What follows belongs to an exercise in optimizing a design on an open flow for small area, a short achievable clock period and few clock cycles per item; a production flow would make more cautious choices. The RTL was checked by simulation tests, not by an equivalence proof against the original design. Power is estimated from default activity; no workload was simulated.

== run A ==
## exec_unit
module exec_unit (
  input  wire                       clk,
  input  wire                       arst_n_i,
  input  wire                       valid_i,
  input  wire [31:0]                instr_i,
  input  wire [63:0]                src_a_i,
  input  wire [63:0]                src_b_i,
  output logic [63:0]               result_o,
  output logic                      done_o,
  output logic                      ready_o
);
clock: 6.5 ns
lec_check: 0
abc_area: 1
cap_margin: 20
core_margin: 10
core_utilization: 40
place_density: 0.65
setup_slack_margin: 3.5
slew_margin: 20
run.sh (not shown) runs the stock make flow with config.mk's settings and CLKGATE_MAP_FILE= SYNTH_SCRIPT=/design/flow/synth_recipe.tcl, a recipe that flattens the netlist after the stock synthesis.
Testbench counts of run A, summed over its fixed seeds: cycles 23,029, items 16,000.
Modified inputs, run B compared to run A
- a change of SETUP_SLACK_MARGIN from 3.5 to 3.4
- a change of PLACE_DENSITY from 0.65 to 0.6
[summary]
Per the comparison of run B with run A, final worst-path cycle share increased 1.6 points; number of DRC markers after the initial detailed-route iteration increased 1.6%; total routing resource utilization after global routing increased 0.67 points; area of placed instances essentially unchanged. Comparing run B with run A, the met1 routing resource usage after global routing came out essentially unchanged. Taking run A as the reference, in run B required time of the worst setup path rose by 0.04 ns; clock network power consumption rose by about 2%; antenna diode instance count fell by 2; least setup slack across all paths after layout fell by 0.10 ns.
What run C does differently from run B at the input level:
- SETUP_SLACK_MARGIN: 3.4 -> 3.5
- CORE_UTILIZATION: 40 -> 35
### Flow results
- Taking run B as the reference, in run C final core utilization went down 5.6 points; maximum number of pins on one net before global-route repair went up 56; post-layout instance area went up 570 um^2; die area went up 13%.
- Between run C and run B, the time the final worst path needs with I/O delays and setup is higher for run B.
- [run C] initial cell density of the core fell 5.3 points relative to run B
- Setup slack: run C more than run B
- Per the comparison of run C with run B, half-perimeter wire length after detailed placement lower; number of non-filler instances in the completed layout now sits higher; post-route fraction of the period consumed by the critical path went down by 1.5 points; via count fell by 0.30%.

== yarrow ==
Another version of the RTL of exec_unit (not shown whole).
Size: ~4,800 cells after synthesis, roughly 390 flip-flops.
==> flow/design.v (excerpt) <==
module exec_unit (
  input  wire                       clk,
  input  wire                       arst_n_i,
  input  wire                       valid_i,
  input  wire [31:0]                instr_i,
  input  wire [63:0]                src_a_i,
  input  wire [63:0]                src_b_i,
  output logic [63:0]               result_o,
  output logic                      done_o,
  output logic                      ready_o
);
==> flow/config.mk <==
export PLATFORM = sky130hd
export DESIGN_NAME = exec_unit
export DESIGN_NICKNAME = exec_unit
export VERILOG_FILES = /design/flow/design.v
export SDC_FILE = /design/flow/constraint.sdc
export NUM_CORES = 4
export LEC_CHECK = 0
export CAP_MARGIN = 20
export CORE_MARGIN = 2
export CORE_UTILIZATION = 55
export PLACE_DENSITY = 0.75
export SETUP_SLACK_MARGIN = 3.0
export SLEW_MARGIN = 20
==> flow/constraint.sdc <==
create_clock -name core_clock -period 6.5 [get_ports {clk}]
set_input_delay 1.3000 -clock core_clock [delete_from_list [all_inputs] [get_ports {clk}]]
set_output_delay 1.3000 -clock core_clock [all_outputs]
set_load 0.01 [all_outputs]
Testbench counts of yarrow, summed over its fixed seeds: cycles 23,973, items 16,000.
The inputs of nickel differ from those of yarrow as listed below.
# yarrow
export LEC_CHECK = 0
export CAP_MARGIN = 20
export CORE_MARGIN = 2
export CORE_UTILIZATION = 55
export PLACE_DENSITY = 0.75
export SETUP_SLACK_MARGIN = 3.0
export SLEW_MARGIN = 20
create_clock -name core_clock -period 6.5 [get_ports {clk}]
# nickel
export LEC_CHECK = 0
export CAP_MARGIN = 20
export CORE_MARGIN = 10
export CORE_UTILIZATION = 40
export PLACE_DENSITY = 0.6
export SETUP_SLACK_MARGIN = 3.0
export SLEW_MARGIN = 20
create_clock -name core_clock -period 6.5 [get_ports {clk}]
Results
nickel — combinational share of power 0.7 points lower, yarrow as reference. The fraction of power consumed by the clock network number comes out lower for yarrow vs nickel. result_o[13] as the critical path capture point was reported by yarrow, and result_o[61] by nickel. Met2 usage: nickel lower than yarrow. In the metrics for yarrow and nickel, the one carrying the lower wire length is yarrow. In the metrics for yarrow and nickel, the one carrying the higher setup slack after placement is nickel. Compared with yarrow, nickel shows total power that has gone up slightly.

exec_unit, a different RTL version from the one above (not shown whole).
Size: ~400 flip-flops, about 42,000 sq um of cells after synthesis.
clock: 6.5 ns
lec_check: 0
abc_area: 1
cap_margin: 20
core_margin: 10
core_utilization: 40
place_density: 0.6
setup_slack_margin: 3.3
slew_margin: 20
Testbench counts at the start, summed over its fixed seeds: cycles 23,029, items 16,000.
==> next run, changes <==
SETUP_SLACK_MARGIN = 3.5   (was 3.3)
TNS_END_PERCENT = 10   (was default)
Result: The new run produced a clean layout; setup slack gets worse by 0.0051 ns; clock-buffer cell count is unchanged; global-route usage went up by 0.23 points.

== lane 1 ==
exec_unit with an RTL version that a note above also has.
For scale: roughly 460 flip-flops, ~230 I/O pins.
==> flow/config.mk <==
export PLATFORM = sky130hd
export DESIGN_NAME = exec_unit
export DESIGN_NICKNAME = exec_unit
export VERILOG_FILES = /design/flow/design.v
export SDC_FILE = /design/flow/constraint.sdc
export NUM_CORES = 4
export LEC_CHECK = 0
export CAP_MARGIN = 20
export CORE_MARGIN = 10
export CORE_UTILIZATION = 40
export PLACE_DENSITY = 0.6
export SETUP_SLACK_MARGIN = 3.5
export SLEW_MARGIN = 20
==> flow/constraint.sdc <==
create_clock -name core_clock -period 6.5 [get_ports {clk}]
set_input_delay 1.3000 -clock core_clock [delete_from_list [all_inputs] [get_ports {clk}]]
set_output_delay 1.3000 -clock core_clock [all_outputs]
set_load 0.01 [all_outputs]
Testbench counts of lane 1, summed over its fixed seeds: cycles 23,029, items 16,000.
Inputs modified between lane 1 and lane 2:
Settings: an added ABC_AREA of 1.
==> comparison <==
- Final cell count of lane 2 exceeds that of lane 1 by more than a quarter.
- Status: initial cell density of the core parity (lane 2, lane 1)
- In the flow results for lane 1 and lane 2, the total routed wire length on the met1 layer is smaller on lane 1.
- Cmp lane 2 vs lane 1: post-route fraction of the period consumed by the critical path lower in lane 2
- On lane 2: maximum number of pins on one net before global-route repair is 3 lower than what lane 1 gave.
- Lane 2: flow completed, timing, DRC and antenna clean
- Looking at the reports, lane 1 completed the entire flow and the layout it produced met the timing, design-rule and antenna checks.
- Transition time of the tightest slew-check pin was lower in the run labelled lane 2.
- Comparing the two runs side by side, lane 2 comes out ahead of lane 1 on maximum frequency.
- From lane 1 to lane 2 the numbers moved as follows: number of buffers added by the clock tree synthesis step went down; clock power went down; global-route usage did not really move.

-- separate check: timing with driven ports --
In the flow no input, the clock included, has a driving cell. The finished layouts below were timed again as built, in two steps.
Step 1: set_driving_cell puts a clkbuf_16 on clk and a buf_2 on each other input, an assumption about the parent block.
Step 2, shift: input delay + t, output delay - t, t = (earliest + latest rising clock arrival at the registers) / 2. This alone moves slack from input paths to output paths.
Three values: no drivers, after step 1, after step 2; two values: the first two.
| run | shift t [ns] | setup slack, ns | cell pins on the clock port's net |
|---|---|---|---|
| run A | 0.757 | 3.405 / 3.405 / 2.698 | 1 |
| run B | 0.768 | 3.304 / 3.304 / 2.672 | 1 |
| run C | 0.768 | 3.400 / 3.400 / 2.805 | 1 |
| yarrow | 0.691 | 2.825 / 2.825 / 2.332 | 1 |
| nickel | 0.727 | 2.829 / 2.829 / 2.387 | 1 |
| the first run of note 3 | 0.744 | 3.302 / 3.307 / 2.603 | 1 |
| the second run of note 3 | 0.743 | 3.297 / 3.297 / 2.731 | 1 |
| lane 1 | 0.758 | 2.637 / 2.637 / 2.637 | 1 |
| lane 2 | 0.752 | 3.478 / 3.478 / 2.780 | 1 |
After both steps every run listed still meets setup and hold. The setup slack of run A, which loses most, moves by 0.000 ns with the drivers and by -0.707 ns with both steps.
